Background: an optimization exercise with open tools, aiming at small area, a short achievable clock period and few clock cycles per item. Do not read the settings as production practice. The RTL was checked by simulation tests, not by an equivalence proof against the original design.

Design gyro_angle_kalman_filter, start of the top module:
module gyro_angle_kalman_filter (
    input  logic                 i_clk,
    input  logic                 i_rst_n,
    input  logic                 i_in_valid,
    output logic                 o_in_stall,
    input  logic [89:0]          i_in_word,
    output logic                 o_out_valid,
    input  logic                 i_out_stall,
    output logic [64:0]          o_out_word,
    input  logic                 i_cfg_valid,
    output logic                 o_cfg_ready,
    input  logic [1:0]           i_cfg_index,
    input  logic [30:0]          i_cfg_data
);
    typedef enum logic [2:0] {S_IDLE, S_DIV, S_MUL, S_FAULT} t_state;
    typedef enum logic [3:0] {
        W_TMP,     
        W_PAB2,    
        W_PAA_T,   
        W_PBBP,    
        W_APRED,   
        W_PBA,     
        W_PBBU,    
        W_PAA,     
        W_PAB,     
        W_BUPD,    
        W_AUPD,    
        W_FLT      
    } t_wop;
    t_state r_st;
    logic [3:0] r_cnt;
    logic [2:0] r_pi;
    logic signed [31:0] r_angle, r_bias, r_ab, r_ba, r_bb;
    logic signed [33:0] r_aa;      
    logic [30:0]        r_apn, r_bpn, r_mn;
    logic               r_op;
    logic signed [31:0] r_src;
    logic [31:0] r_d;
    logic [33:0] r_d3;                  
    logic [31:0] r_rem0, r_rem1;
    logic [32:0] r_q0, r_q1;            
    logic        r_neg0, r_neg1;
    logic        r_sneg0, r_sneg1, r_sfz;    
    logic signed [32:0] r_x;
    logic [16:0]        r_bone, r_btwo, r_bneg;    
    logic               r_yneg;                    
    logic signed [41:0] r_t;
    logic               r_wv;
    t_wop               r_wop;
    logic               r_wneg;    
    logic r_out_valid, r_fault;
    logic w_last, w_ready, w_wcomp, w_frz;
    assign w_last  = r_op ? (r_pi == 3'd5) : (r_pi == 3'd4);
    assign w_ready = (r_st == S_IDLE) || (r_st == S_MUL && w_last);
    assign w_wcomp = r_wv && (r_wop == W_APRED || r_wop == W_AUPD || r_wop == W_FLT ||
                              r_wop == W_BUPD);
    assign w_frz   = w_wcomp && r_out_valid && i_out_stall;
    logic [31:0] w_k0, w_k1;
  ...
make LEC_CHECK=0 CAP_MARGIN=20 CORE_MARGIN=2 CORE_UTILIZATION=40 SETUP_SLACK_MARGIN=5 SLEW_MARGIN=20 finish   # period 12.5 ns
run.sh (not shown) runs the stock make flow with config.mk's settings and CLKGATE_MAP_FILE= SYNTH_SCRIPT=/design/flow/synth_recipe.tcl, a recipe that flattens the netlist after the stock synthesis.
Testbench counts at the start, summed over its fixed seeds: cycles 26,434, items 3,200.
==> next run, changes <==
--- a/flow/design.v
+++ b/flow/design.v
@@ -65,32 +65,33 @@
     t_state r_st;
     logic [3:0] r_cnt;
     logic [2:0] r_pi;
     logic signed [31:0] r_angle, r_bias, r_ab, r_ba, r_bb;
     logic signed [33:0] r_aa;      
     logic [30:0]        r_apn, r_bpn, r_mn;
     logic               r_op;
-    logic signed [31:0] r_src;
     logic [31:0] r_d;
     logic [33:0] r_d3;                  
     logic [31:0] r_rem0, r_rem1;
     logic [32:0] r_q0, r_q1;            
     logic        r_neg0, r_neg1;
     logic        r_sneg0, r_sneg1, r_sfz;    
     logic signed [32:0] r_x;
     logic [16:0]        r_bone, r_btwo, r_bneg;    
     logic               r_yneg;                    
     logic signed [41:0] r_t;
     logic               r_wv;
     t_wop               r_wop;
     logic               r_wneg;    
     logic r_out_valid, r_fault;
-    logic w_last, w_ready, w_wcomp, w_frz;
+    logic w_last, w_ready, w_take, w_wcomp, w_frz;
     assign w_last  = r_op ? (r_pi == 3'd5) : (r_pi == 3'd4);
     assign w_ready = (r_st == S_IDLE) || (r_st == S_MUL && w_last);
+    assign w_take  = (r_st == S_MUL && (r_op ? (r_pi == 3'd4) : (r_pi == 3'd3))) ||
+                     (r_st == S_FAULT);
     assign w_wcomp = r_wv && (r_wop == W_APRED || r_wop == W_AUPD || r_wop == W_FLT ||
                               r_wop == W_BUPD);
     assign w_frz   = w_wcomp && r_out_valid && i_out_stall;
     logic [31:0] w_k0, w_k1;
     assign w_k0 = (r_q0[32] || r_q0[31]) ? {r_neg0, {31{!r_neg0}}} : {1'b0, r_q0[30:0]};
     assign w_k1 = (r_q1[32] || r_q1[31]) ? {r_neg1, {31{!r_neg1}}} : {1'b0, r_q1[30:0]};
     function automatic logic [64:0] dstep(input logic [31:0] rem, input logic [32:0] q,
@@ -183,15 +184,16 @@
     logic               w_nyk;     
     logic signed [32:0] w_xsum;
     logic               w_xsel;
     logic [32:0]        w_xa, w_xb;
     logic [33:0]        w_xs;
     assign w_npi  = r_pi + 3'd1;
     assign w_xsel = !r_op && (w_npi == 3'd2);
-    assign w_xa   = w_xsel ? 33'(r_ba) : 33'(r_src);
+    assign w_xa   = w_xsel ? 33'(r_ba) :
+                    33'(signed'(r_op ? i_in_word[31:0] : i_in_word[88:57]));
     assign w_xb   = w_xsel ? 33'(r_ab) : ~(33'(r_op ? r_angle : r_bias));
     assign w_xs   = {w_xa, 1'b1} + {w_xb, !w_xsel};
     assign w_xsum = w_xs[33:1];
     always_comb begin
         w_nx = 33'(w_k0);
         w_ny = w_xsum;
         w_nyk = r_op;
@@ -371,15 +373,14 @@
                         end
                         if (w_last) r_st <= S_IDLE;
                     end
                     default: ;
                 endcase
                 if (w_ready) begin
                     r_op   <= i_in_word[89];
-                    r_src  <= i_in_word[89] ? i_in_word[31:0] : i_in_word[88:57];
                     r_x    <= 33'(signed'({1'b0, r_apn}));
                     {r_bone, r_btwo, r_bneg} <= {w_bone, w_btwo, w_bneg};
                     r_yneg <= 1'b0;
                     r_pi   <= '0;
                     if (r_st == S_MUL && r_op) begin
                         r_neg0 <= r_sneg0;
                         r_neg1 <= r_sneg1;
@@ -399,12 +400,12 @@
                         else if ((r_st == S_MUL && r_op) ? r_sfz : w_fz) r_st <= S_FAULT;
                         else                                     r_st <= S_DIV;
                     end
                 end
             end
         end
     end
-    assign o_in_stall  = !w_ready;
+    assign o_in_stall  = !(w_take && !w_frz);
     assign o_out_valid = r_out_valid;
     assign o_out_word  = {r_angle, r_bias, r_fault};
     assign o_cfg_ready = 1'b1;
 endmodule
After rerunning: Worst setup slack gets worse by 98 ps; synthesized area went down by about 0.6%; sequential cell count drops by 32; critical path depth is lower by 1; clock-buffer cell count went up by 1; core utilization drops by 0.27 points; die area is lower by about 0.6%; design area goes down by about 1.5%.
Testbench counts after the change, summed over its fixed seeds: cycles 26,434, items 3,200.

-- separate check: timing with driven ports --
No port has a modelled driver above. Below, the same layouts with a new extraction and two added sets of constraints.
Step 1, drivers: a clkbuf_16 drives i_clk and a buf_2 each remaining input, both assumed.
Step 2, shift: input delay + t, output delay - t, t = (earliest + latest rising clock arrival at the registers) / 2. This alone moves slack from input paths to output paths.
Slacks: no drivers / after step 1 / after step 2; pairs: no drivers / after step 1.
run	t (ns)	setup slack, ns	slew at the worst register clock pin (ns)
the first run	0.809	5.017 / 5.017 / 5.017	0.08 / 0.08
the second run	0.787	4.919 / 4.906 / 4.192	0.07 / 0.07
After both steps every run listed still meets setup and hold. The setup slack of the second run, which loses most, moves by -0.013 ns with the drivers and by -0.727 ns with both steps.
